This is an optimization exercise on Yosys and OpenROAD, whose aim is small area, a short achievable clock period and few clock cycles per item, not a production implementation. Function was checked by simulation only, so behaviour that the tests miss may differ from the original. Power figures rest on the tool's default switching activity, not on a simulated workload.

## flow/design.v

```verilog
`timescale 1ns/1ns
`default_nettype none
package vec_isa_pkg;
	localparam int word_bits     = 64;
	localparam int instr_bits    = 32;
	localparam int reg_count     = 32;
	localparam int reg_addr_bits = 5;
	localparam int imm_bits      = 16;
	localparam int opcode_pos = 0;
	localparam int rd_pos     = 6;
	localparam int rs_pos     = 11;
	localparam int rt_pos     = 16;
	localparam int ppp_pos    = 21;
	localparam int ww_pos     = 24;
	localparam int funct_pos  = 26;
	localparam int imm_pos    = 16;  
	typedef logic [0:word_bits-1] word_t;  
	typedef enum logic [5:0] {
		op_vld   = 6'b100000,
		op_vsd   = 6'b100001,
		op_rtype = 6'b101010
	} opcode_e;  
	typedef enum logic [5:0] {
		f_and = 6'd0,
		f_or  = 6'd1,
		f_xor = 6'd2,
		f_not = 6'd3,
		f_mov = 6'd4,
		f_add = 6'd5,
		f_sub = 6'd6
	} funct_e;
	typedef enum logic [1:0] {w8, w16, w32, w64} lane_e;
	typedef enum logic [2:0] {
		p_all   = 3'd0,
		p_upper = 3'd1,  
		p_lower = 3'd2,
		p_even  = 3'd3,  
		p_odd   = 3'd4
	} ppp_e;
endpackage
`default_nettype wire
`timescale 1ns/1ns
`default_nettype none
package vec_pipe_pkg;
	localparam int addr_bits = 32;
	typedef struct packed {
		logic                                        wb_en;
		logic                                        use_alu;  
		logic [5:0]                                  funct;
		logic [1:0]                                 ww;
		logic [2:0]                                 ppp;
		logic [5-1:0]       rd;
		logic [5-1:0]       rs;
		logic [5-1:0]       rt;
		logic [0:63]                          rs_data;  
		logic [0:63]                          rt_data;
	} ex_op_t;
	typedef struct packed {
		logic                                        en;
		logic [5-1:0]       rd;
		logic [2:0]                                 ppp;
		logic [0:63]                          data;
	} wb_t;
	typedef struct packed {
		logic                                        en;
		logic                                        wr_en;
		logic [addr_bits-1:0]                        addr;
		logic [0:63]                          wdata;
	} mem_req_t;
	function automatic [0:63] merge_ppp(input logic [0:63] old_data,
		input logic [0:63] new_data, input logic [2:0] ppp);
		logic [0:63] merged;
		int b;
		merged = old_data;
		for (b = 0; b < 64 / 8; b++)
		begin
			if (ppp == 3'd0
				|| (ppp == 3'd1 && b < 4)
				|| (ppp == 3'd2 && b >= 4)
				|| (ppp == 3'd3 && b % 2 == 0)
				|| (ppp == 3'd4 && b % 2 == 1))
				merged[8*b +: 8] = new_data[8*b +: 8];
		end
		merge_ppp = merged;  
	endfunction
endpackage
`default_nettype wire
`timescale 1ns/1ns
`default_nettype none
module vec_regfile (
	input  wire logic         clk,
	input  wire logic         reset,
	input  wire logic [31:1]  sel_a,     
	input  wire logic [31:1]  sel_b,
	output logic [63:0]       rd_a,
	output logic [63:0]       rd_b,
	input  wire logic [31:1]  wr_reg,    
	input  wire logic [7:0]   wr_bytes,  
	input  wire logic [63:0]  wr_data
);
	logic [63:0] regs [1:31];
	logic [63:0] wr_d;
	assign wr_d = reset ? 64'b0 : wr_data;
	always_ff @(posedge clk)
	begin
		for (int k = 1; k < 32; k++)
			for (int b = 0; b < 8; b++)
				if (reset || (wr_reg[k] && wr_bytes[b]))
					regs[k][8*b +: 8] <= wr_d[8*b +: 8];
	end
	always_comb
	begin
		rd_a = '0;
		rd_b = '0;
		for (int k = 1; k < 32; k++)
		begin
			rd_a = rd_a | (regs[k] & {64{sel_a[k]}});
			rd_b = rd_b | (regs[k] & {64{sel_b[k]}});
		end
	end
endmodule
`default_nettype wire
`timescale 1ns/1ns
`default_nettype none
module vec_alu (
	input  wire logic [63:0]  a,
	input  wire logic [63:0]  b,
	input  wire logic         sel_and,
	input  wire logic         sel_or,
	input  wire logic         sel_xor,
	input  wire logic         sel_not,
	input  wire logic         sel_mov,
	input  wire logic         sel_arith,
	input  wire logic         is_sub,
	input  wire logic [7:0]   lane_start,  
	output logic [63:0]       result
);
	logic [63:0] b_in;
	logic [71:0] opa;
	logic [71:0] opb;
	logic [71:0] sum;
	logic [63:0] arith;
	assign b_in = b ^ {64{is_sub}};
	always_comb
	begin
		for (int k = 0; k < 8; k++)
		begin
			opa[9*k]       = lane_start[k] ? is_sub : 1'b1;
			opb[9*k]       = lane_start[k] ? is_sub : 1'b0;
			opa[9*k+1 +: 8] = a[8*k +: 8];
			opb[9*k+1 +: 8] = b_in[8*k +: 8];
		end
	end
	assign sum = opa + opb;
	always_comb
	begin
		for (int k = 0; k < 8; k++)
			arith[8*k +: 8] = sum[9*k+1 +: 8];
	end
	assign result = ({64{sel_and}} & (a & b))
		| ({64{sel_or}} & (a | b))
		| ({64{sel_xor}} & (a ^ b))
		| ({64{sel_not}} & ~a)
		| ({64{sel_mov}} & a)
		| ({64{sel_arith}} & arith);
endmodule
`default_nettype wire
`timescale 1ns/1ns
`default_nettype none
module vec_core (
	input  wire logic         clk,
	input  wire logic         reset,
	input  wire logic [31:0]  instruction,
	output logic [31:0]       pc,
	input  wire logic [63:0]  mem_rdata,
	output logic              mem_en,
	output logic              mem_wr_en,
	output logic [31:0]       mem_addr,
	output logic [63:0]       mem_wdata
);
	localparam logic [5:0] OP_LD = 6'b100000;
	localparam logic [5:0] OP_SD = 6'b100001;
	localparam logic [5:0] OP_RT = 6'b101010;
	function automatic logic [7:0] ppp_mask(input logic [2:0] ppp);
		case (ppp)
			3'd0:    ppp_mask = 8'hff;
			3'd1:    ppp_mask = 8'hf0;  
			3'd2:    ppp_mask = 8'h0f;  
			3'd3:    ppp_mask = 8'haa;  
			3'd4:    ppp_mask = 8'h55;  
			default: ppp_mask = 8'h00;
		endcase
	endfunction
	function automatic logic [31:1] onehot(input logic [4:0] r);
		for (int k = 1; k < 32; k++)
			onehot[k] = (r == 5'(k));
	endfunction
	logic [31:0] ir_q;        
	logic [31:0] hold_q;      
	logic        ir_v_q;
	logic        use_hold_q;
	logic        stall;
	logic [31:0] s1_ins;
	logic        s1_v;
	always_ff @(posedge clk)
	begin
		ir_q   <= instruction;
		hold_q <= s1_ins;
		if (reset)
		begin
			ir_v_q     <= 1'b0;
			use_hold_q <= 1'b0;
			pc         <= '0;
		end
		else
		begin
			ir_v_q     <= 1'b1;
			use_hold_q <= stall;
			if (!stall)
				pc <= pc + 32'd1;
		end
	end
	assign s1_ins = use_hold_q ? hold_q : ir_q;
	assign s1_v   = use_hold_q || ir_v_q;
	logic [5:0]  s1_op;
	logic [4:0]  s1_rd;
	logic [4:0]  s1_rs;
	logic [4:0]  s1_rt;
	logic [4:0]  s1_rb;
	logic [15:0] s1_imm;
	logic        s1_ld;
	logic        s1_sd;
	logic        s1_alu;
	assign s1_op  = s1_ins[31:26];
	assign s1_rd  = s1_ins[25:21];
	assign s1_rs  = s1_ins[20:16];
	assign s1_rt  = s1_ins[15:11];
	assign s1_imm = s1_ins[15:0];
	assign s1_ld  = s1_v && (s1_op == OP_LD);
	assign s1_sd  = s1_v && (s1_op == OP_SD);
	assign s1_alu = s1_v && (s1_op == OP_RT);
	assign s1_rb  = (s1_op == OP_SD) ? s1_rd : s1_rt;  
	logic        s2_v, s2_ld, s2_sd, s2_alu, s2_wen;
	logic [4:0]  s2_rd, s2_ra, s2_rb;
	logic [15:0] s2_imm;
	logic [7:0]  s2_mask;
	logic [1:0]  s2_ww;
	logic [5:0]  s2_fn;
	logic [31:1] s2_sel_a, s2_sel_b;
	logic [7:0]  s2_wt_a, s2_wt_b;  
	logic        s3_ld, s3_sd, s3_wen;
	logic [4:0]  s3_rd;
	logic [15:0] s3_imm;
	logic [7:0]  s3_mask;
	logic [63:0] s3_a, s3_b;
	logic [7:0]  s3_fw_a, s3_fw_b;  
	logic        s3_and, s3_or, s3_xor, s3_not, s3_mov, s3_arith, s3_sub;
	logic [7:0]  s3_lane;
	logic [31:1] w_reg;   
	logic [7:0]  w_mask;
	logic [63:0] w_data;
	logic        sb0_v, sb1_v;
	logic [15:0] sb0_addr, sb1_addr;
	logic [63:0] sb0_data, sb1_data;
	logic [15:0] mem_addr_q;
	logic        n0_v, n1_v;        
	logic        pop;       
	logic        push;      
	logic        sb_full_next;
	logic        addr_hit;
	logic        ld_go;
	assign pop  = mem_wr_en;
	assign push = s3_sd;
	assign sb_full_next = n1_v;
	assign addr_hit = (s2_sd && s2_imm == s1_imm) || (s3_sd && s3_imm == s1_imm)
		|| (sb0_v && !pop && sb0_addr == s1_imm) || (sb1_v && sb1_addr == s1_imm);
	assign stall = s1_ld && (addr_hit || (sb_full_next && s2_sd));
	assign ld_go = s1_ld && !stall;
	always_ff @(posedge clk)
	begin
		if (reset)
		begin
			s2_v   <= 1'b0;
			s2_ld  <= 1'b0;
			s2_sd  <= 1'b0;
			s2_alu <= 1'b0;
			s2_wen <= 1'b0;
		end
		else
		begin
			s2_v   <= s1_v && !stall;
			s2_ld  <= ld_go;
			s2_sd  <= s1_sd;
			s2_alu <= s1_alu;
			s2_wen <= (ld_go || s1_alu) && (s1_rd != 5'd0);
		end
		s2_rd    <= s1_rd;
		s2_ra    <= s1_rs;
		s2_rb    <= s1_rb;
		s2_imm   <= s1_imm;
		s2_mask  <= (s1_op == OP_LD) ? 8'hff : ppp_mask(s1_ins[10:8]);
		s2_ww    <= s1_ins[7:6];
		s2_fn    <= s1_ins[5:0];
		s2_sel_a <= onehot(s1_rs);
		s2_sel_b <= onehot(s1_rb);
		s2_wt_a  <= (s3_wen && s3_rd == s1_rs) ? s3_mask : 8'h00;
		s2_wt_b  <= (s3_wen && s3_rd == s1_rb) ? s3_mask : 8'h00;
	end
	logic [63:0] rf_a, rf_b;
	logic [63:0] s2_a, s2_b;
	vec_regfile i_vec_regfile (
		.clk      (clk),
		.reset    (reset),
		.sel_a    (s2_sel_a),
		.sel_b    (s2_sel_b),
		.rd_a     (rf_a),
		.rd_b     (rf_b),
		.wr_reg   (w_reg),
		.wr_bytes (w_mask),
		.wr_data  (w_data)
	);
	always_comb
	begin
		for (int k = 0; k < 8; k++)
		begin
			s2_a[8*k +: 8] = s2_wt_a[k] ? w_data[8*k +: 8] : rf_a[8*k +: 8];
			s2_b[8*k +: 8] = s2_wt_b[k] ? w_data[8*k +: 8] : rf_b[8*k +: 8];
		end
	end
	always_ff @(posedge clk)
	begin
		if (reset)
		begin
			s3_ld  <= 1'b0;
			s3_sd  <= 1'b0;
			s3_wen <= 1'b0;
		end
		else
		begin
			s3_ld  <= s2_ld;
			s3_sd  <= s2_sd && s2_v;
			s3_wen <= s2_wen && s2_v;
		end
		s3_rd    <= s2_rd;
		s3_imm   <= s2_imm;
		s3_mask  <= s2_mask;
		s3_a     <= s2_a;
		s3_b     <= s2_b;
		s3_fw_a  <= (s3_wen && s3_rd == s2_ra) ? s3_mask : 8'h00;
		s3_fw_b  <= (s3_wen && s3_rd == s2_rb) ? s3_mask : 8'h00;
		s3_and   <= (s2_fn == 6'd0);
		s3_or    <= (s2_fn == 6'd1);
		s3_xor   <= (s2_fn == 6'd2);
		s3_not   <= (s2_fn == 6'd3);
		s3_mov   <= (s2_fn == 6'd4);
		s3_arith <= (s2_fn == 6'd5) || (s2_fn == 6'd6);
		s3_sub   <= (s2_fn == 6'd6);
		case (s2_ww)
			2'd0:    s3_lane <= 8'hff;
			2'd1:    s3_lane <= 8'h55;
			2'd2:    s3_lane <= 8'h11;
			default: s3_lane <= 8'h01;
		endcase
	end
	logic [63:0] op_a, op_b;
	logic [63:0] alu_result;
	always_comb
	begin
		for (int k = 0; k < 8; k++)
		begin
			op_a[8*k +: 8] = s3_fw_a[k] ? w_data[8*k +: 8] : s3_a[8*k +: 8];
			op_b[8*k +: 8] = s3_fw_b[k] ? w_data[8*k +: 8] : s3_b[8*k +: 8];
		end
	end
	vec_alu i_vec_alu (
		.a          (op_a),
		.b          (op_b),
		.sel_and    (s3_and),
		.sel_or     (s3_or),
		.sel_xor    (s3_xor),
		.sel_not    (s3_not),
		.sel_mov    (s3_mov),
		.sel_arith  (s3_arith),
		.is_sub     (s3_sub),
		.lane_start (s3_lane),
		.result     (alu_result)
	);
	always_ff @(posedge clk)
	begin
		if (reset)
			w_reg <= '0;
		else
			w_reg <= s3_wen ? onehot(s3_rd) : '0;
		w_mask <= s3_mask;
		w_data <= s3_ld ? mem_rdata : alu_result;
	end
	logic        a0_v, a1_v;        
	logic [15:0] a0_addr;
	logic [63:0] a0_data;
	logic [15:0] n0_addr, n1_addr;
	logic [63:0] n0_data, n1_data;
	always_comb
	begin
		a0_v    = pop ? sb1_v : sb0_v;
		a0_addr = pop ? sb1_addr : sb0_addr;
		a0_data = pop ? sb1_data : sb0_data;
		a1_v    = pop ? 1'b0 : sb1_v;
		n0_v    = a0_v;
		n0_addr = a0_addr;
		n0_data = a0_data;
		n1_v    = a1_v;
		n1_addr = sb1_addr;
		n1_data = sb1_data;
		if (push)
		begin
			if (!a0_v)
			begin
				n0_v    = 1'b1;
				n0_addr = s3_imm;
				n0_data = op_b;
			end
			else
			begin
				n1_v    = 1'b1;
				n1_addr = s3_imm;
				n1_data = op_b;
			end
		end
	end
	always_ff @(posedge clk)
	begin
		if (reset)
		begin
			sb0_v     <= 1'b0;
			sb1_v     <= 1'b0;
			mem_en    <= 1'b0;
			mem_wr_en <= 1'b0;
		end
		else
		begin
			sb0_v     <= n0_v;
			sb1_v     <= n1_v;
			mem_en    <= ld_go || n0_v;
			mem_wr_en <= !ld_go && n0_v;
		end
		sb0_addr   <= n0_addr;
		sb0_data   <= n0_data;
		sb1_addr   <= n1_addr;
		sb1_data   <= n1_data;
		mem_addr_q <= ld_go ? s1_imm : n0_addr;
	end
	assign mem_addr  = {16'h0000, mem_addr_q};
	assign mem_wdata = sb0_data;
endmodule
`default_nettype wire
```

## flow/run.sh

```bash
#!/bin/bash
# synth_recipe.tcl (not shown) runs the flow's synth.tcl, then flattens the netlist and writes it again
# the make line also repeats each setting of config.mk as NAME=value (left out here)
make -C /OpenROAD-flow-scripts/flow DESIGN_CONFIG=/design/flow/config.mk WORK_HOME=/design/flow/orfs CLKGATE_MAP_FILE= SYNTH_SCRIPT=/design/flow/synth_recipe.tcl finish
```

## flow/config.mk

```make
export PLATFORM = sky130hd
export DESIGN_NAME = vec_core
export DESIGN_NICKNAME = vec_core
export VERILOG_FILES = /design/flow/design.v
export SDC_FILE = /design/flow/constraint.sdc
export NUM_CORES = 4
export LEC_CHECK = 0
export CAP_MARGIN = 20
export CORE_MARGIN = 2
export CORE_UTILIZATION = 40
export SLEW_MARGIN = 20
```

## flow/constraint.sdc

```tcl
create_clock -name core_clock -period 18.0 [get_ports {clk}]
set_input_delay 3.6000 -clock core_clock [delete_from_list [all_inputs] [get_ports {clk}]]
set_output_delay 3.6000 -clock core_clock [all_outputs]
set_load 0.01 [all_outputs]
```

==> results.txt, run 1 <==
Final setup viols 0; syn_area_per_cell 13.1 um2; leading area contributor after synthesis edfxtp_1; gr usage total a little under two fifths; top-count cell post-synth edfxtp_1; Synth top area share 54.8%; Max Cap Viol 0; Wirelength per Cell 44.0 um; Final Hold Fails 0; Worst-Margin Slew approximately 1.3 ns; clock latency (worst-skew pair) between 0.9 and 1 ns; leakage power 45.9 nW; CP max stage delay around 1.0 ns; area of placed instances 0.120 mm2; Chip Width about 540 um; clk sinks roughly 2,600; Max rail drop VDD between 0.07 and 0.08 mV; worst-path maximum fanout 75; Die H 536 um; layout cells sized above 1 slightly below 10%; Top FF cell, synth edfxtp_1; placer congestion estimate just over 1; Layout fillers 25,176; Slew headroom 12.7%; Tot Pwr 14.5 mW; CP required 18.33 ns; Post-CTS Setup Bufs 0; full die area 0.287 mm2; routed via count 93,300; num ports around 230; WHS Path Cells 0; multiplexer share of the synthesized area just over 3%; I/O Buffers between 200 and 250; worst hold margin roughly 0.33 ns; row cnt about 200; drc violations 0; global-route wire length before repair 747,000 um; Hold EP s3_mask[3]; status finished clean; Worst setup SP type input port; setup TNS 0 ns; Placed Instances around 12,000; Seq cells post-synth between 2,000 and 3,000; post-cts sizing count 0; adder-cell area share of the yosys netlist ~2.1%; Root Buffer Master clkbuf_16; main combinational cell family by area after synthesis compound AO/OA/AOI/OAI gates; critical path class in -> reg; Synth area leaders edfxtp_1 (55%), dfxtp_1 (9.8%), a22o_1 (5.0%); initial antenna violation count 41; Setup crit end kind flip-flop; vias in the first global route around 87,000; RSZ-0062 raised after global routing false; NumNets Final between 9,000 and 10,000; H-Tree Depth 5; CTS hold repair buffers 0; Syn Std Cell Area between 0.1 and 0.15 mm2; RR Endpoint w_data[46]; Arr. time, crit path slightly below 7 ns; Worst Clk Skew 0.0403 ns; min cycle time layout 6.56 ns; Synth Area in XOR/XNOR under 10%; Seq/Total Area, Yosys around 65%; Initial Utilization 40.1%; top post-synthesis cells by count edfxtp_1 (2,064), a22oi_1 (661), a22o_1 (642); DPL Wire Length between 300,000 and 400,000 um; pin count of the biggest net entering global routing 92; Max Root-Sink Buffers 4; depth of the worst register-to-register path 14; Worst R2R Start s3_fw_a[2]; Most flops, register i_vec_regfile.regs; PD cells about 110 mW/mm2; initial drt markers 17,943; CTS Buf Count 288; Largest delay share family, worst path buffers and inverters; Max Clk Rate around 150 MHz; CTS tree built; Pre-antenna DRT Iters 10; Routed WL 562,000 um; ys async rst share 0%; Worst Min Path Start s2_mask[3]; Reg2Reg Setup Slack between 10 and 15 ns; Worst-path clk slew around 0.060 ns; warnings from Yosys 4; critical-path cell list buf_6 -> inv_4 -> buf_4 -> nand2_1; Post-Layout Cell Count 12,769; Buf/Inv on CP 3; Slew Viols, Final 0; core area roughly 0.28 mm2; max reg flops between 1,500 and 2,000; compound-cell area share of the yosys netlist a little under a fifth; grt ovf 0; DR vias/cell roughly 7.3; Area Growth Syn to Fin 14.1%; fin crit share a little over a third; post-synthesis cell count between 8,000 and 9,000; finished layout cell area about 0.13 mm2; Slowest cell on crit path nand2_1; Routed Antenna Nets 0; HP Class reg -> reg; Post-synth EDFFs 2,064; distinct cell type count after synthesis 87; Synth Area in Simple Gates approximately 6.5%
worst register-to-register path, delay by kind of cell (launching register included):
kind	cells	cell delay, ns
adder cells (fa/ha/maj)	1	0.45
multiplexers	1	0.47
AO/OA/AOI/OAI	7	2.58
AND/OR/NAND/NOR	2	0.52
flip-flops	1	0.30
XOR/XNOR	1	0.17
buffers and inverters	2	0.41
power breakdown:
group	internal [mW]	switching [mW]	total (mW)
clock	3.33	2.52	5.85
combinational	0.415	0.982	1.40
sequential	6.86	0.346	7.21
total	10.6	3.85	14.5
layer usage:
metal  share of wire (%)  GRT usage (%)  vias to the layer above  wire length, um
met5               0.073          0.533                        -              411
met4                 7.5           21.7                       28            42300
met3                  17           18.7                     2983            96200
met2                  40           52.4                     9931           223000
met1                  36           47.1                    45528           200000
li1                    -              -                    34830                -
area by class of cell:
class	count	area, um2	share of cell area, %
Clock inverter	130	1140	0.885
Clock buffer	377	7890	6.11
Tap cell	3743	4680	3.63
Multi-Input combinational cell	5065	36400	28.2
Timing Repair Buffer	502	4370	3.39
Sequential cell	2618	73300	56.9
Inverter	297	1120	0.866
Antenna cell	37	92.6	0.0718
cells in the final DEF (no fill, tap or decap), types with 30 or more instances in the layout:
master / n
o21ai_0: 74
mux2i_1: 288
clkinv_2: 41
a221oi_1: 641
ha_1: 192
clkinv_1: 40
inv_1: 293
xnor2_1: 171
clkbuf_1: 67
clkdlybuf4s50_1: 210
edfxtp_1: 2064
o2111ai_1: 41
buf_4: 283
nand3_1: 153
nand2_1: 373
dfxtp_4: 66
a22o_1: 642
a22oi_1: 661
nor3_1: 160
nand2b_1: 30
xor2_1: 48
nand4_1: 297
a21oi_1: 534
dfxtp_1: 473
nor2_1: 361
clkbuf_16: 299
diode_2: 37
cell families after synthesis:
| logic type | after synthesis |
|---|---|
| simple gates | 1535 |
| flops | 2618 |
| compound gates | 2779 |
| buf+inv | 965 |
| mux | 324 |
| other cells | 1 |
| fa+ha+maj | 192 |
| xor+xnor | 219 |
worst max-delay path by stage:
stage / start / to / slack, ns / cells after the start
2_1_floorplan: reset / i_vec_regfile.regs[10][23] / 12.70 / 4
3_3_place_gp: reset / i_vec_regfile.regs[17][61] / 10.71 / 4
3_5_place_dp: reset / i_vec_regfile.regs[11][55] / 10.66 / 4
4_1_cts: reset / i_vec_regfile.regs[10][58] / 11.57 / 4
5_1_grt: reset / i_vec_regfile.regs[28][62] / 11.48 / 4
6_report: reset / i_vec_regfile.regs[23][59] / 11.44 / 4
per-stage QoR:
stage | util, % | setup WS, ns
finish | 45.8 | 11.44
global route | 45.8 | 11.48
CTS | 45.7 | 11.57
detailed placement | 42.5 | 10.66
global placement | 42.5 | 10.71
floorplan | - | 12.70
Testbench counts, summed over its fixed seeds: cycles 13,693, instrs 13,436.
==> run 2: changes to the inputs <==
--- a/flow/design.v
+++ b/flow/design.v
@@ -203,17 +203,18 @@
 	logic [31:0] s1_ins;
 	logic        s1_v;
+	logic        rst;
 	always_ff @(posedge clk)
 	begin
+		rst    <= reset;
 		ir_q   <= instruction;
 		hold_q <= s1_ins;
-		if (reset)
+		ir_v_q <= !reset;
+		if (rst)
 		begin
-			ir_v_q     <= 1'b0;
 			use_hold_q <= 1'b0;
-			pc         <= '0;
+			pc         <= {31'b0, !reset};  
 		end
 		else
 		begin
-			ir_v_q     <= 1'b1;
 			use_hold_q <= stall;
 			if (!stall)
@@ -260,24 +261,22 @@
 	logic [7:0]  w_mask;
 	logic [63:0] w_data;
-	logic        sb0_v, sb1_v;
-	logic [15:0] sb0_addr, sb1_addr;
-	logic [63:0] sb0_data, sb1_data;
+	logic        sb0_v;
+	logic [15:0] sb0_addr;
+	logic [63:0] sb0_data;
 	logic [15:0] mem_addr_q;
-	logic        n0_v, n1_v;        
+	logic        n0_v;              
 	logic        pop;       
 	logic        push;      
-	logic        sb_full_next;
 	logic        addr_hit;
 	logic        ld_go;
 	assign pop  = mem_wr_en;
 	assign push = s3_sd;
-	assign sb_full_next = n1_v;
 	assign addr_hit = (s2_sd && s2_imm == s1_imm) || (s3_sd && s3_imm == s1_imm)
-		|| (sb0_v && !pop && sb0_addr == s1_imm) || (sb1_v && sb1_addr == s1_imm);
-	assign stall = s1_ld && (addr_hit || (sb_full_next && s2_sd));
+		|| (sb0_v && !pop && sb0_addr == s1_imm);
+	assign stall = s1_ld && (addr_hit || (n0_v && s2_sd));
 	assign ld_go = s1_ld && !stall;
 	always_ff @(posedge clk)
 	begin
-		if (reset)
+		if (rst)
 		begin
 			s2_v   <= 1'b0;
@@ -311,5 +310,5 @@
 	vec_regfile i_vec_regfile (
 		.clk      (clk),
-		.reset    (reset),
+		.reset    (rst),
 		.sel_a    (s2_sel_a),
 		.sel_b    (s2_sel_b),
@@ -330,5 +329,5 @@
 	always_ff @(posedge clk)
 	begin
-		if (reset)
+		if (rst)
 		begin
 			s3_ld  <= 1'b0;
@@ -388,5 +387,5 @@
 	always_ff @(posedge clk)
 	begin
-		if (reset)
+		if (rst)
 			w_reg <= '0;
 		else
@@ -395,43 +394,13 @@
 		w_data <= s3_ld ? mem_rdata : alu_result;
 	end
-	logic        a0_v, a1_v;        
-	logic [15:0] a0_addr;
-	logic [63:0] a0_data;
-	logic [15:0] n0_addr, n1_addr;
-	logic [63:0] n0_data, n1_data;
 	always_comb
 	begin
-		a0_v    = pop ? sb1_v : sb0_v;
-		a0_addr = pop ? sb1_addr : sb0_addr;
-		a0_data = pop ? sb1_data : sb0_data;
-		a1_v    = pop ? 1'b0 : sb1_v;
-		n0_v    = a0_v;
-		n0_addr = a0_addr;
-		n0_data = a0_data;
-		n1_v    = a1_v;
-		n1_addr = sb1_addr;
-		n1_data = sb1_data;
-		if (push)
-		begin
-			if (!a0_v)
-			begin
-				n0_v    = 1'b1;
-				n0_addr = s3_imm;
-				n0_data = op_b;
-			end
-			else
-			begin
-				n1_v    = 1'b1;
-				n1_addr = s3_imm;
-				n1_data = op_b;
-			end
-		end
+		n0_v = push || (sb0_v && !pop);
 	end
 	always_ff @(posedge clk)
 	begin
-		if (reset)
+		if (rst)
 		begin
 			sb0_v     <= 1'b0;
-			sb1_v     <= 1'b0;
 			mem_en    <= 1'b0;
 			mem_wr_en <= 1'b0;
@@ -440,13 +409,13 @@
 		begin
 			sb0_v     <= n0_v;
-			sb1_v     <= n1_v;
 			mem_en    <= ld_go || n0_v;
 			mem_wr_en <= !ld_go && n0_v;
 		end
-		sb0_addr   <= n0_addr;
-		sb0_data   <= n0_data;
-		sb1_addr   <= n1_addr;
-		sb1_data   <= n1_data;
-		mem_addr_q <= ld_go ? s1_imm : n0_addr;
+		if (push)
+		begin
+			sb0_addr <= s3_imm;
+			sb0_data <= op_b;
+		end
+		mem_addr_q <= ld_go ? s1_imm : (push ? s3_imm : sb0_addr);
 	end
 	assign mem_addr  = {16'h0000, mem_addr_q};
==> flow/flow/run.sh (new file) <==
#!/bin/bash
# The standard layout, with the timing repair steps aiming for a setup slack
# margin (the SDC and its clock period are unchanged).
set -euo pipefail
MARGIN=$(cat flow/margin.txt)
bash standard.sh SETUP_SLACK_MARGIN="$MARGIN" finish > standard_flow.log 2>&1
==> flow/flow/margin.txt (new file) <==
13.5
==> flow/standard.sh (new file) <==
#!/bin/bash
# synth_recipe.tcl (not shown) runs the flow's synth.tcl, then flattens the netlist and writes it again
# the make line also repeats each setting of config.mk as NAME=value (left out here)
make -C /OpenROAD-flow-scripts/flow DESIGN_CONFIG=/design/flow/config.mk WORK_HOME=/design/flow/orfs CLKGATE_MAP_FILE= SYNTH_SCRIPT=/design/flow/synth_recipe.tcl "${@:-finish}"
removed: flow/run.sh
==> results.txt, run 2 <==
Post-synth EDFFs 2,049 (was 2,064); Slew Viols, Final 0 (unchanged); I/O Buffers 211 (unchanged); Slew headroom 9.39% (was 12.7%); Routed Antenna Nets 0 (unchanged); CTS tree built (unchanged); NumNets Final 8,679 (was 9,062); ys async rst share 0% (unchanged); clock power share 40.7% (was 40.5%); critical path class reg -> out (was in -> reg); critical-path cell list buf_2 (was buf_6 -> inv_4 -> buf_4 -> nand2_1); clk sinks 2,538 (was 2,618); row cnt 192 (was 195); CP max stage delay 0.40 ns (was 1.04 ns); gr usage total 36.8% (was 37.7%); Routed WL 536,000 um (was 562,000 um); M1 WL 177,000 um (was 200,000 um); post-synthesis cell count 8,181 (was 8,633); CTS Buf Count 276 (was 288); num ports 228 (unchanged); critical path depth in cells 1 (was 4); Final Hold Fails 0 (unchanged); Pre-antenna DRT Iters 10 (unchanged); core area 0.273 mm2 (was 0.282 mm2); switching power 3.76 mW (was 3.85 mW); leakage power 45.5 nW (was 45.9 nW); distinct cell type count after synthesis 79 (was 87); Root Buffer Master clkbuf_16 (unchanged); Reg2Reg Setup Slack 13.52 ns (was 12.98 ns); warnings from Yosys 4 (unchanged); Max Root-Sink Buffers 4 (unchanged); syn_area_per_cell 13.4 um2 (was 13.1 um2); Max Cap Viol 0 (unchanged); Sw Share 26.6% (about the same); Final setup viols 0 (unchanged); PD cells 112 mW/mm2 (about the same); HP Class reg -> reg (unchanged); max reg flops 1,984 (unchanged); global-route wire length before repair 711,000 um (was 747,000 um); Synth area leaders edfxtp_1 (56%), dfxtp_1 (8.9%), a221oi_1 (5.1%) (was edfxtp_1 (55%), dfxtp_1 (9.8%), a22o_1 (5.0%)); Worst-path clk slew 0.06 ns (about the same); setup TNS 0 ns (unchanged); initial antenna violation count 33 (was 41); Chip Width 528 um (was 536 um); CTS hold repair buffers 0 (unchanged); Initial Utilization 40.2% (was 40.1%); depth of the worst register-to-register path 13 (was 14); top-count cell post-synth edfxtp_1 (unchanged); top post-synthesis cells by count edfxtp_1 (2,049), a22oi_1 (664), a221oi_1 (643) (was edfxtp_1 (2,064), a22oi_1 (661), a22o_1 (642)); pin count of the biggest net entering global routing 101 (was 92); Met2 Wirelength 212,000 um (was 223,000 um); Buf/Inv on CP 1 (was 3); min cycle time layout 5.04 ns (was 6.56 ns); critical path launch point pc[0] (was reset); Worst R2R Start s3_fw_a[2] (unchanged); Arr. time, crit path 1.44 ns (was 6.89 ns); Top FF cell, synth edfxtp_1 (unchanged); leading area contributor after synthesis edfxtp_1 (unchanged); Area Growth Syn to Fin 15.0% (was 14.1%); placer congestion estimate 0.998 (was 1.01); initial drt markers 19,773 (was 17,943); Largest delay share family, worst path flip-flops (was buffers and inverters); RSZ-0062 raised after global routing true (was false); status finished clean (unchanged); top layer in use met5 (unchanged); Worst Clk Skew 0.0508 ns (was 0.0403 ns); CP endpoint pc[0] (was i_vec_regfile.regs[23][59]); Reg power frac 49.1% (was 49.9%); H-Tree Depth 5 (unchanged); full die area 0.279 mm2 (was 0.287 mm2); layout cells sized above 1 13.7% (was 9.77%); Die H 528 um (was 536 um); Syn Std Cell Area 0.110 mm2 (was 0.113 mm2); Wirelength per Cell 43.8 um (was 44.0 um); fin crit share 28.0% (was 36.5%); DR WL met3 100,000 um (was 96,200 um); Worst setup SP type flip-flop (was input port); drc violations 0 (unchanged); DPL Wire Length 300,000 um (was 340,000 um); Slowest cell on crit path edfxtp_1 (was nand2_1); worst-path maximum fanout 2 (was 75); Placed Instances 11,646 (was 12,219); Most flops, register i_vec_regfile.regs (unchanged); Comb pwr share 10.1% (was 9.7%); RR Endpoint w_data[58] (was w_data[46]); Seq cells post-synth 2,538 (was 2,618); CP required 14.40 ns (was 18.33 ns); Setup crit end kind primary output (was flip-flop); grt ovf 0 (unchanged); most common cell after layout, fill and taps aside edfxtp_1 (unchanged); clock latency (worst-skew pair) 0.91 ns (about the same); DR vias/cell 7.52 (was 7.31); P_int 10.4 mW (was 10.6 mW); Max Clk Rate 198 MHz (was 152 MHz); vias in the first global route 85,147 (was 86,936); Post-Layout Cell Count 12,220 (was 12,769); most frequent cells in the layout edfxtp_1 (2,049), a22oi_1 (664), a221oi_1 (643) (was edfxtp_1 (2,064), a22oi_1 (661), a22o_1 (642)); Worst-Margin Slew 1.35 ns (was 1.31 ns); Synth top area share 56.1% (was 54.8%); Seq/Total Area, Yosys 65.0% (was 64.6%); Max rail drop VDD 0.0760 mV (was 0.0780 mV); routed via count 91,883 (was 93,300)
## run 2: changes by cell type in the layout (fill, tap and decap cells not counted), moves of 54 or more
cell / before / now
a21o_1: 28 / 91
a21oi_1: 534 / 449
buf_2: 0 / 78
buf_4: 283 / 337
clkdlybuf4s50_1: 210 / 97
dfxtp_1: 473 / 370
mux2i_1: 288 / 187
nand2_1: 373 / 161
nor2_1: 361 / 240
## run 2: power by group through the flow
stage	registers, mW	logic [mW]	clock network [mW]
2_1_floorplan	6.91	0.762	0
3_3_place_gp	7.03	1.31	0
3_5_place_dp	7.03	1.31	0
4_1_cts	6.91	1.32	5.72
5_1_grt	6.95	1.46	5.95
6_report	6.94	1.43	5.75
## run 2: through the flow
stage	util (%)	setup slack, ns	hold slack [ns]	instance area (um2)	total power [mW]
3_3_place_gp	42.6	12.99	0.316	116000	8.33
3_5_place_dp	42.7	13.06	0.315	117000	8.34
5_1_grt	46.2	12.92	0.346	126000	14.4
2_1_floorplan	-	13.56	0.310	110000	7.67
4_1_cts	45.9	12.92	0.325	125000	14.0
6_report	46.2	12.96	0.327	126000	14.1
## run 2: how the worst min path moves through the flow
| stage | startpoint | endpoint | slack, ns | depth (start not counted) |
|---|---|---|---|---|
| after CTS | s2_mask[6] | s3_mask[6] | 0.33 | 0 |
| final | s2_mask[6] | s3_mask[6] | 0.33 | 0 |
| after global routing | s2_mask[5] | s3_mask[5] | 0.35 | 0 |
| after detailed placement | s2_mask[6] | s3_mask[6] | 0.31 | 0 |
| after global placement | s2_mask[6] | s3_mask[6] | 0.32 | 0 |
| after floorplan | s2_mask[2] | s3_mask[2] | 0.31 | 0 |
## run 2: final cells by class
| type | count | area [um2] |
|---|---|---|
| Inverter | 308 | 1160 |
| Multi-Input combinational cell | 4704 | 35400 |
| Timing Repair Buffer | 561 | 4550 |
| Sequential cell | 2538 | 71700 |
| Clock inverter | 133 | 1390 |
| Fill cell | 24003 | 147000 |
| Tap cell | 3589 | 4490 |
| Clock buffer | 356 | 7500 |
| Antenna cell | 31 | 77.6 |
## run 2: per-layer routing
| metal | vias up | global-route usage [%] |
|---|---|---|
| met3 | 3102 | 17.8 |
| li1 | 33671 | - |
| met4 | 28 | 23.6 |
| met1 | 44385 | 45.1 |
| met2 | 10697 | 51.3 |
| met5 | - | 0.918 |
## run 2: cell families (layout without fill, tap and decap cells)
| kind of cell | after synthesis | after routing | share of synthesized area, % |
|---|---|---|---|
| AO/OA/AOI/OAI | 2835 | 2835 | 19.8 |
| flip-flops | 2538 | 2538 | 65.0 |
| AND/OR/NAND/NOR | 1195 | 1197 | 5.63 |
| buffers and inverters | 956 | 1358 | 3.35 |
| multiplexers | 271 | 271 | 2.52 |
| XOR/XNOR | 193 | 193 | 1.54 |
| adder cells (fa/ha/maj) | 192 | 192 | 2.19 |
| other | 1 | 47 | 0.00342 |
## run 2: repair_timing
action | CTS | global route
gates cloned | 0 | 4
resized for setup | 574 | 62
endpoints found under the setup margin | 129 | 150
setup buffers | 29 | 20
pin swaps | 0 | 4
Testbench counts of run 2, summed over its fixed seeds: cycles 13,748, instrs 13,436.
==> run 3: changes to the inputs <==
--- a/flow/design.v
+++ b/flow/design.v
@@ -126,10 +126,6 @@
 	input  wire logic [63:0]  a,
 	input  wire logic [63:0]  b,
-	input  wire logic         sel_and,
-	input  wire logic         sel_or,
-	input  wire logic         sel_xor,
-	input  wire logic         sel_not,
-	input  wire logic         sel_mov,
-	input  wire logic         sel_arith,
+	input  wire logic [3:0]   tt,
+	input  wire logic         arith,
 	input  wire logic         is_sub,
 	input  wire logic [7:0]   lane_start,  
@@ -137,31 +133,40 @@
 );
 	logic [63:0] b_in;
-	logic [71:0] opa;
-	logic [71:0] opb;
-	logic [71:0] sum;
-	logic [63:0] arith;
+	logic [63:0] g;
+	logic [63:0] p;
+	logic [63:0] carry;  
 	assign b_in = b ^ {64{is_sub}};
 	always_comb
 	begin
-		for (int k = 0; k < 8; k++)
-		begin
-			opa[9*k]       = lane_start[k] ? is_sub : 1'b1;
-			opb[9*k]       = lane_start[k] ? is_sub : 1'b0;
-			opa[9*k+1 +: 8] = a[8*k +: 8];
-			opb[9*k+1 +: 8] = b_in[8*k +: 8];
-		end
+		g = a & b_in;
+		p = a ^ b_in;
+		for (int k = 1; k < 8; k++)
+			if (lane_start[k])
+			begin
+				g[8*k-1] = is_sub;
+				p[8*k-1] = 1'b0;
+			end
+		g[0] = g[0] | (p[0] & is_sub);  
 	end
-	assign sum = opa + opb;
 	always_comb
 	begin
-		for (int k = 0; k < 8; k++)
-			arith[8*k +: 8] = sum[9*k+1 +: 8];
+		logic [63:0] gg;
+		logic [63:0] pp;
+		gg = g;
+		pp = p;
+		for (int l = 0; l < 6; l++)
+			for (int i = 0; i < 64; i++)
+				if ((i >> l) & 1)
+				begin
+					gg[i] = gg[i] | (pp[i] & gg[((i >> l) << l) - 1]);
+					pp[i] = pp[i] & pp[((i >> l) << l) - 1];
+				end
+		carry = {gg[62:0], is_sub};
+	end
+	always_comb
+	begin
+		for (int i = 0; i < 64; i++)
+			result[i] = tt[{a[i], b[i]}] ^ (arith & carry[i]);
 	end
-	assign result = ({64{sel_and}} & (a & b))
-		| ({64{sel_or}} & (a | b))
-		| ({64{sel_xor}} & (a ^ b))
-		| ({64{sel_not}} & ~a)
-		| ({64{sel_mov}} & a)
-		| ({64{sel_arith}} & arith);
 endmodule
 `default_nettype wire
@@ -248,5 +253,4 @@
 	logic [1:0]  s2_ww;
 	logic [5:0]  s2_fn;
-	logic [31:1] s2_sel_a, s2_sel_b;
 	logic [7:0]  s2_wt_a, s2_wt_b;  
 	logic        s3_ld, s3_sd, s3_wen;
@@ -256,5 +260,6 @@
 	logic [63:0] s3_a, s3_b;
 	logic [7:0]  s3_fw_a, s3_fw_b;  
-	logic        s3_and, s3_or, s3_xor, s3_not, s3_mov, s3_arith, s3_sub;
+	logic [3:0]  s3_tt;     
+	logic        s3_arith, s3_sub;
 	logic [7:0]  s3_lane;
 	logic [31:1] w_reg;   
@@ -301,6 +306,4 @@
 		s2_ww    <= s1_ins[7:6];
 		s2_fn    <= s1_ins[5:0];
-		s2_sel_a <= onehot(s1_rs);
-		s2_sel_b <= onehot(s1_rb);
 		s2_wt_a  <= (s3_wen && s3_rd == s1_rs) ? s3_mask : 8'h00;
 		s2_wt_b  <= (s3_wen && s3_rd == s1_rb) ? s3_mask : 8'h00;
@@ -311,6 +314,6 @@
 		.clk      (clk),
 		.reset    (rst),
-		.sel_a    (s2_sel_a),
-		.sel_b    (s2_sel_b),
+		.sel_a    (onehot(s2_ra)),
+		.sel_b    (onehot(s2_rb)),
 		.rd_a     (rf_a),
 		.rd_b     (rf_b),
@@ -348,10 +351,17 @@
 		s3_fw_a  <= (s3_wen && s3_rd == s2_ra) ? s3_mask : 8'h00;
 		s3_fw_b  <= (s3_wen && s3_rd == s2_rb) ? s3_mask : 8'h00;
-		s3_and   <= (s2_fn == 6'd0);
-		s3_or    <= (s2_fn == 6'd1);
-		s3_xor   <= (s2_fn == 6'd2);
-		s3_not   <= (s2_fn == 6'd3);
-		s3_mov   <= (s2_fn == 6'd4);
-		s3_arith <= (s2_fn == 6'd5) || (s2_fn == 6'd6);
+		case (s2_fn)
+			6'd0:    s3_tt <= 4'b1000;  
+			6'd1:    s3_tt <= 4'b1110;  
+			6'd2:    s3_tt <= 4'b0110;  
+			6'd3:    s3_tt <= 4'b0011;  
+			6'd4:    s3_tt <= 4'b1100;  
+			6'd5:    s3_tt <= 4'b0110;  
+			6'd6:    s3_tt <= 4'b1001;  
+			default: s3_tt <= 4'b0000;
+		endcase
+		if (s2_ld)
+			s3_tt <= 4'b0000;
+		s3_arith <= !s2_ld && ((s2_fn == 6'd5) || (s2_fn == 6'd6));
 		s3_sub   <= (s2_fn == 6'd6);
 		case (s2_ww)
@@ -375,10 +385,6 @@
 		.a          (op_a),
 		.b          (op_b),
-		.sel_and    (s3_and),
-		.sel_or     (s3_or),
-		.sel_xor    (s3_xor),
-		.sel_not    (s3_not),
-		.sel_mov    (s3_mov),
-		.sel_arith  (s3_arith),
+		.tt         (s3_tt),
+		.arith      (s3_arith),
 		.is_sub     (s3_sub),
 		.lane_start (s3_lane),
@@ -392,5 +398,5 @@
 			w_reg <= s3_wen ? onehot(s3_rd) : '0;
 		w_mask <= s3_mask;
-		w_data <= s3_ld ? mem_rdata : alu_result;
+		w_data <= alu_result | (mem_rdata & {64{s3_ld}});  
 	end
 	always_comb
==> flow/flow/margin.txt (replaced) <==
13.2
==> results.txt, run 3 <==
Final setup viols 0 (unchanged); Final Hold Fails 0 (unchanged); pin count of the biggest net entering global routing 78 (was 101); multiplexer share of the synthesized area 2.91% (was 2.52%); most frequent cells in the layout edfxtp_1 (2,049), a22oi_1 (673), a221oi_1 (635) (was edfxtp_1 (2,049), a22oi_1 (664), a221oi_1 (643)); Worst Min Path Start s2_mask[5] (was s2_mask[6]); fin util 46.4% (was 46.2%); most common cell after layout, fill and taps aside edfxtp_1 (unchanged); syn_area_per_cell 13.5 um2 (was 13.4 um2); full die area 0.268 mm2 (was 0.279 mm2); Synth area leaders edfxtp_1 (58%), dfxtp_1 (8.1%), a221oi_1 (5.3%) (was edfxtp_1 (56%), dfxtp_1 (8.9%), a221oi_1 (5.1%)); layout cells sized above 1 13.2% (was 13.7%); Die H 518 um (was 528 um); Worst-path clk slew 0.06 ns (about the same); Post-synth EDFFs 2,049 (unchanged); Layout fillers 22,957 (was 24,003); top layer in use met5 (unchanged); DR WL met3 95,300 um (was 100,000 um); Slew Viols, Final 0 (unchanged); worst hold margin 0.328 ns (was 0.327 ns); Arr. time, crit path 1.54 ns (was 1.44 ns); Post-Layout Cell Count 11,805 (was 12,220); Most flops, register i_vec_regfile.regs (unchanged); CP required 14.40 ns (about the same); CTS Buf Count 274 (was 276); finished layout cell area 0.122 mm2 (was 0.126 mm2); warnings from Yosys 4 (unchanged); initial antenna violation count 36 (was 33); Root Buffer Master clkbuf_16 (unchanged); vias in the first global route 81,513 (was 85,147); num ports 228 (unchanged); Routed Antenna Nets 0 (unchanged); CP max stage delay 0.42 ns (was 0.40 ns); Setup crit end kind primary output (unchanged); ys async rst share 0% (unchanged); Met2 Wirelength 199,000 um (was 212,000 um); WHS Path Cells 0 (unchanged); clk sinks 2,475 (was 2,538); DP Worst Slack 12.71 ns (was 13.06 ns); Area Growth Syn to Fin 15.2% (was 15.0%); HP Class reg -> reg (unchanged); Worst Clk Skew 0.0490 ns (was 0.0508 ns); Max Root-Sink Buffers 4 (unchanged); gr usage total 36.3% (was 36.8%); area of placed instances 0.113 mm2 (was 0.117 mm2); Pre-antenna DRT Iters 17 (was 10); Worst R2R Start s2_rb[3] (was s3_fw_a[2]); Synth Area in Simple Gates 6.84% (was 5.62%); top-count cell post-synth edfxtp_1 (unchanged); Chip Width 518 um (was 528 um); RR Endpoint s3_b[59] (was w_data[58]); leading area contributor after synthesis edfxtp_1 (unchanged); Slew headroom 6.47% (was 9.39%); compound-cell area share of the yosys netlist 18.8% (was 19.8%); Initial Utilization 40.3% (was 40.2%); Seq/Total Area, Yosys 66.3% (was 65.0%); core area 0.263 mm2 (was 0.273 mm2); Routed WL 509,000 um (was 536,000 um); fin crit share 28.5% (was 28.0%); DR vias/cell 7.44 (was 7.52); critical path class reg -> out (unchanged); post-synthesis cell count 7,825 (was 8,181); main combinational cell family by area after synthesis compound AO/OA/AOI/OAI gates (unchanged); status finished clean (unchanged); depth of the worst register-to-register path 8 (was 13); Buf/Inv on CP 1 (unchanged); drc violations 0 (unchanged); row cnt 188 (was 192); Worst-Margin Slew 1.40 ns (was 1.35 ns); distinct cell type count after synthesis 80 (was 79); worst-path maximum fanout 2 (unchanged); setup TNS 0 ns (unchanged); global-route wire length before repair 679,000 um (was 711,000 um); Hold EP s3_mask[5] (was s3_mask[6]); Reg2Reg Setup Slack 13.29 ns (was 13.52 ns); RSZ-0062 raised after global routing true (unchanged); DPL Wire Length 279,000 um (was 300,000 um); Max Cap Viol 0 (unchanged); Seq cells post-synth 2,475 (was 2,538); H-Tree Depth 5 (unchanged); Synth top area share 58.2% (was 56.1%); Syn Std Cell Area 0.106 mm2 (was 0.110 mm2); Synth Area in XOR/XNOR 1.31% (was 1.54%); top post-synthesis cells by count edfxtp_1 (2,049), a22oi_1 (673), a221oi_1 (635) (was edfxtp_1 (2,049), a22oi_1 (664), a221oi_1 (643)); NumNets Final 8,227 (was 8,679); I/O Buffers 211 (unchanged); critical-path cell list buf_2 (unchanged); Wirelength per Cell 43.1 um (was 43.8 um); clock latency (worst-skew pair) 0.96 ns (was 0.91 ns); Tot Pwr 14.6 mW (was 14.1 mW); PD cells 120 mW/mm2 (was 112 mW/mm2); leakage power 43.0 nW (was 45.5 nW); adder-cell area share of the yosys netlist 0.746% (was 2.19%); Largest delay share family, worst path flip-flops (unchanged); Max Clk Rate 195 MHz (was 198 MHz); routed via count 87,838 (was 91,883); initial drt markers 18,482 (was 19,773); grt ovf 0 (unchanged); CTS tree built (unchanged); Max rail drop VDD 0.124 mV (was 0.0760 mV); Slowest cell on crit path edfxtp_1 (unchanged); Top FF cell, synth edfxtp_1 (unchanged); CTS hold repair buffers 0 (unchanged); M1 WL 171,000 um (was 177,000 um); placer congestion estimate 1.00 (was 0.998); Worst Slack Setup Final 12.86 ns (was 12.96 ns); Placed Instances 11,269 (was 11,646); min cycle time layout 5.14 ns (was 5.04 ns); max reg flops 1,984 (unchanged); Worst setup SP type flip-flop (unchanged)
[run 3: area by class of cell]
type / count / area (um2) / area share, %
Antenna cell: 32 / 80.1 / 0.0658
Clock buffer: 371 / 7620 / 6.26
Clock inverter: 97 / 1070 / 0.882
Inverter: 232 / 876 / 0.719
Multi-Input combinational cell: 4559 / 33200 / 27.2
Sequential cell: 2475 / 70200 / 57.6
Tap cell: 3515 / 4400 / 3.61
Timing Repair Buffer: 524 / 4370 / 3.59
[run 3: how the worst max path moves through the flow]
stage	start	end	cells past startpoint
2_1_floorplan	mem_rdata[11]	w_data[11]	2
3_3_place_gp	s3_sub	w_data[61]	12
3_5_place_dp	s3_fw_b[3]	w_data[61]	12
4_1_cts	pc[0]	pc[0]	1
5_1_grt	pc[0]	pc[0]	1
6_report	pc[0]	pc[0]	1
[run 3: timing repair]
| action | in CTS | in global routing |
|---|---|---|
| setup buffers | 28 | 8 |
| gates resized for setup | 544 | 12 |
| endpoints found under the setup margin | 131 | 116 |
| gates cloned | 0 | 0 |
[run 3: cell families (layout without fill, tap and decap cells)]
family	count (synthesis)	count (layout)
xor gates and xnor gates	158	158
muxes	295	295
adders and majority gates	63	63
and+or+nand+nor	1449	1449
AOI/OAI and AO/OA	2578	2578
DFF	2475	2475
buffers and inverters	806	1224
other	1	48
[run 3: metal layers]
layer  global-route usage (%)  vias up
met5                     1.16        -
met4                     22.4       34
met3                     19.0     2962
met2                     49.8    10038
met1                     44.6    42414
li1                         -    32390
[run 3: power breakdown]
part           switching, mW  leakage (nW)  internal (mW)
Sequential             0.516          24.5           6.98
Clock                   2.35          4.26           3.28
Combinational           1.13          14.2          0.396
Testbench counts of run 3, summed over its fixed seeds: cycles 13,748, instrs 13,436.
==> run 4: changes to the inputs <==
--- a/flow/design.v
+++ b/flow/design.v
@@ -202,7 +202,5 @@
 	endfunction
 	logic [31:0] ir_q;        
-	logic [31:0] hold_q;      
 	logic        ir_v_q;
-	logic        use_hold_q;
 	logic        stall;
 	logic [31:0] s1_ins;
@@ -212,21 +210,14 @@
 	begin
 		rst    <= reset;
-		ir_q   <= instruction;
-		hold_q <= s1_ins;
 		ir_v_q <= !reset;
+		if (!stall)
+			ir_q <= instruction;
 		if (rst)
-		begin
-			use_hold_q <= 1'b0;
-			pc         <= {31'b0, !reset};  
-		end
+			pc <= {31'b0, !reset};  
 		else
-		begin
-			use_hold_q <= stall;
-			if (!stall)
-				pc <= pc + 32'd1;
-		end
+			pc <= pc + {31'b0, !stall};  
 	end
-	assign s1_ins = use_hold_q ? hold_q : ir_q;
-	assign s1_v   = use_hold_q || ir_v_q;
+	assign s1_ins = ir_q;
+	assign s1_v   = ir_v_q;
 	logic [5:0]  s1_op;
 	logic [4:0]  s1_rd;
@@ -262,5 +253,8 @@
 	logic [3:0]  s3_tt;     
 	logic        s3_arith, s3_sub;
+	logic [1:0]  s3_ww;
 	logic [7:0]  s3_lane;
+	logic        w_en;
+	logic [4:0]  w_rd;
 	logic [31:1] w_reg;   
 	logic [7:0]  w_mask;
@@ -309,4 +303,5 @@
 		s2_wt_b  <= (s3_wen && s3_rd == s1_rb) ? s3_mask : 8'h00;
 	end
+	assign w_reg = onehot(w_rd) & {31{w_en}};
 	logic [63:0] rf_a, rf_b;
 	logic [63:0] s2_a, s2_b;
@@ -365,9 +360,13 @@
 		s3_arith <= !s2_ld && ((s2_fn == 6'd5) || (s2_fn == 6'd6));
 		s3_sub   <= (s2_fn == 6'd6);
-		case (s2_ww)
-			2'd0:    s3_lane <= 8'hff;
-			2'd1:    s3_lane <= 8'h55;
-			2'd2:    s3_lane <= 8'h11;
-			default: s3_lane <= 8'h01;
+		s3_ww    <= s2_ww;
+	end
+	always_comb
+	begin
+		case (s3_ww)
+			2'd0:    s3_lane = 8'hff;
+			2'd1:    s3_lane = 8'h55;
+			2'd2:    s3_lane = 8'h11;
+			default: s3_lane = 8'h01;
 		endcase
 	end
@@ -394,7 +393,8 @@
 	begin
 		if (rst)
-			w_reg <= '0;
+			w_en <= 1'b0;
 		else
-			w_reg <= s3_wen ? onehot(s3_rd) : '0;
+			w_en <= s3_wen;
+		w_rd   <= s3_rd;
 		w_mask <= s3_mask;
 		w_data <= alu_result | (mem_rdata & {64{s3_ld}});  
--- a/flow/config.mk
+++ b/flow/config.mk
@@ -8,4 +8,7 @@
 export CAP_MARGIN = 20
 export CORE_MARGIN = 2
-export CORE_UTILIZATION = 40
+export CORE_UTILIZATION = 55
+export CTS_CLUSTER_DIAMETER = 100
+export CTS_CLUSTER_SIZE = 20
+export PLACE_DENSITY = 0.62
 export SLEW_MARGIN = 20
==> results.txt, run 4 <==
placer congestion estimate 0.988 (was 1.00); leading area contributor after synthesis edfxtp_1 (unchanged); Area Growth Syn to Fin 10.2% (was 15.2%); worst-path maximum fanout 1 (was 2); PD cells 107 mW/mm2 (was 120 mW/mm2); Layout fillers 14,511 (was 22,957); full die area 0.193 mm2 (was 0.268 mm2); core area 0.188 mm2 (was 0.263 mm2); Worst Slack Setup Final 13.01 ns (was 12.86 ns); initial drt markers 19,558 (was 18,482); Post-Layout Cell Count 10,267 (was 11,805); HP Class reg -> reg (unchanged); Worst R2R Start s2_ra[0] (was s2_rb[3]); Max Clk Rate 201 MHz (was 195 MHz); Worst-path clk slew 0.09 ns (was 0.06 ns); Synth top area share 59.9% (was 58.2%); drc violations 0 (unchanged); vias in the first global route 79,310 (was 81,513); Worst setup SP type flip-flop (unchanged); num ports 228 (unchanged); grt ovf 0 (unchanged); Max Root-Sink Buffers 3 (was 4); NumNets Final 7,830 (was 8,227); distinct cell type count after synthesis 84 (was 80); Root Buffer Master clkbuf_16 (unchanged); Initial Utilization 55.4% (was 40.3%); Pre-antenna DRT Iters 10 (was 17); gr usage total 49.9% (was 36.3%); setup TNS 0 ns (unchanged); clk sinks 2,440 (was 2,475); CTS Buf Count 140 (was 274); top-count cell post-synth edfxtp_1 (unchanged); Syn Std Cell Area 0.104 mm2 (was 0.106 mm2); warnings from Yosys 4 (unchanged); top post-synthesis cells by count edfxtp_1 (2,080), a22oi_1 (679), a22o_1 (633) (was edfxtp_1 (2,049), a22oi_1 (673), a221oi_1 (635)); Worst Clk Skew 0.0405 ns (was 0.0490 ns); ys async rst share 0% (unchanged); H-Tree Depth 4 (was 5); Synth area leaders edfxtp_1 (60%), dfxtp_1 (6.9%), a22o_1 (5.3%) (was edfxtp_1 (58%), dfxtp_1 (8.1%), a221oi_1 (5.3%)); Reg2Reg Setup Slack 13.23 ns (was 13.29 ns); Arr. time, crit path 1.39 ns (was 1.54 ns); leakage power 40.6 nW (was 43.0 nW); Slew Viols, Final 0 (unchanged); status finished clean (unchanged); Largest delay share family, worst path flip-flops (unchanged); area of placed instances 0.111 mm2 (was 0.113 mm2); most common cell after layout, fill and taps aside edfxtp_1 (unchanged); global-route wire length before repair 654,000 um (was 679,000 um); Final setup viols 0 (unchanged); min cycle time layout 4.99 ns (was 5.14 ns); layout cells sized above 1 11.6% (was 13.2%); critical-path cell list buf_2 (unchanged); RSZ-0062 raised after global routing true (unchanged); pin count of the biggest net entering global routing 105 (was 78); CP required 14.40 ns (about the same); most used routing layer met2 (unchanged); Buf/Inv on CP 1 (unchanged); Wirelength per Cell 47.8 um (was 43.1 um); Setup crit end kind primary output (unchanged); routed via count 84,415 (was 87,838); fin crit share 27.7% (was 28.5%); finished layout cell area 0.115 mm2 (was 0.122 mm2); Post-synth EDFFs 2,080 (was 2,049); Placed Instances 9,984 (was 11,269); Worst Min Path Start s2_rd[3] (was s2_mask[5]); I/O Buffers 211 (unchanged); Seq/Total Area, Yosys 66.8% (was 66.3%); Routed Antenna Nets 0 (unchanged); Max rail drop VDD 0.108 mV (was 0.124 mV); RR Endpoint s3_a[32] (was s3_b[59]); Worst-Margin Slew 1.44 ns (was 1.40 ns); most frequent cells in the layout edfxtp_1 (2,080), a22oi_1 (679), a22o_1 (633) (was edfxtp_1 (2,049), a22oi_1 (673), a221oi_1 (635)); post-synthesis cell count 7,505 (was 7,825); met3 global-route usage 22.5% (was 19.0%); max reg flops 1,984 (unchanged); Final Hold Fails 0 (unchanged); DP Worst Slack 13.30 ns (was 12.71 ns); clock latency (worst-skew pair) 0.87 ns (was 0.96 ns); Top FF cell, synth edfxtp_1 (unchanged); Most flops, register i_vec_regfile.regs (unchanged); critical path class reg -> out (unchanged); Chip Width 439 um (was 518 um); worst hold margin 0.333 ns (was 0.328 ns); syn_area_per_cell 13.9 um2 (was 13.5 um2); Slew headroom 3.35% (was 6.47%); depth of the worst register-to-register path 9 (was 8); M1 GR Usage 61.7% (was 44.6%); Die H 439 um (was 518 um); CP max stage delay 0.38 ns (was 0.42 ns); initial antenna violation count 30 (was 36); Routed WL 491,000 um (was 509,000 um); met2 Track Usage GR 67.4% (was 49.8%); DPL Wire Length 261,000 um (was 279,000 um); WHS Path Cells 0 (unchanged); critical path launch point sb0_data[46] (was pc[0]); row cnt 159 (was 188); Seq cells post-synth 2,440 (was 2,475); Max Cap Viol 0 (unchanged); Hold EP s3_rd[3] (was s3_mask[5]); DR vias/cell 8.22 (was 7.44); Slowest cell on crit path edfxtp_1 (unchanged); CTS tree built (unchanged)
run 4: final cells by class:
cell class / instances / area (um2) / area share [%]
diodes: 23 / 57.6 / 0.0501
clock buffers: 214 / 3940 / 3.43
clock inverters: 9 / 83.8 / 0.0730
inverters: 200 / 751 / 0.654
multi-input cells: 4327 / 32300 / 28.2
flip-flops and latches: 2440 / 69800 / 60.8
well taps: 2495 / 3120 / 2.72
repair buffers: 559 / 4770 / 4.15
run 4: worst max-delay path by stage:
stage                    end  slack, ns  depth (start not counted)
3_5_place_dp      w_data[63]      13.30                          4
6_report       mem_wdata[46]      13.01                          1
2_1_floorplan         pc[14]      13.26                         10
3_3_place_gp      w_data[56]      13.21                          3
5_1_grt        mem_wdata[47]      12.98                          1
4_1_cts        mem_wdata[23]      12.98                          1
run 4: logic make-up after synthesis:
logic type      synth area share [%]
fa+ha+maj                      0.768
compound gates                  19.5
other cells                  0.00360
mux                             2.40
xor+xnor                        1.74
simple gates                    5.83
flops                           66.8
buf+inv                         2.87
run 4: per-layer routing:
layer	vias up	wire [um]
li1	31025	-
met1	40566	156000
met2	9903	192000
met3	2883	89900
met4	38	53000
met5	-	255
run 4: what timing repair did:
item / CTS / global route
setup endpoints to repair: 114 / 126
pin swaps: 0 / 0
setup buffers: 29 / 2
hold buffers: 0 / 0
cloned: 0 / 0
gates resized for setup: 526 / 19
run 4: worst reg2reg max path, cell delays in order, from the launching register on:
cell and delay [ns]:
dfxtp_1 0.42, nand2b_1 0.71, nor2_4 0.32, buf_4 0.56, buf_4 0.59, a22o_1 0.31, a221oi_1 0.30, nand4_1 0.15
nor3_1 1.10, a21oi_1 0.12
run 4: where the power goes:
| part | switching (mW) | internal, mW | total, mW | leakage, nW |
|---|---|---|---|---|
| Clock | 1.89 | 1.52 | 3.41 | 1.94 |
| Combinational | 1.18 | 0.418 | 1.60 | 14.3 |
| Sequential | 0.396 | 6.89 | 7.29 | 24.3 |
run 4: through the flow:
| step | utilization [%] | power (mW) |
|---|---|---|
| CTS | 60.9 | 12.1 |
| global route | 61.1 | 12.5 |
| finish | 61.1 | 12.3 |
| detailed placement | 58.8 | 8.86 |
| floorplan | - | 7.99 |
| global placement | 58.8 | 8.83 |
Testbench counts of run 4, summed over its fixed seeds: cycles 13,748, instrs 13,436.

==> static timing again, ports no longer ideal <==
Ports are ideal in the flow. The routed layouts listed here were re-timed in OpenROAD. Step 1 (the two cells are an assumption about what drives the block):
set clk [get_ports {clk}]
set_driving_cell -lib_cell sky130_fd_sc_hd__clkbuf_16 $clk
set_driving_cell -lib_cell sky130_fd_sc_hd__buf_2 [delete_from_list [all_inputs] $clk]
Step 2 moves the port delays by t, midway between the first and last clock arrival at a register: inputs arrive t later, outputs are due t later. That takes back most of the time a late clock gives input paths. Slacks: ideal / step 1 / step 2; pairs: ideal / step 1.
run	t (ns)	setup slack, ns	hold slack, ns
run 1	0.979	11.437 / 11.501 / 10.521	0.326 / 0.326 / 0.326
run 2	0.996	12.961 / 12.846 / 13.022	0.327 / 0.327 / 0.327
run 3	1.039	12.864 / 12.763 / 13.051	0.328 / 0.328 / 0.328
run 4	0.946	13.014 / 12.918 / 13.232	0.333 / 0.333 / 0.333
After both steps setup and hold are still met in every run listed. The setup slack of run 1, which loses most, moves by +0.064 ns with the drivers and by -0.916 ns with both steps.
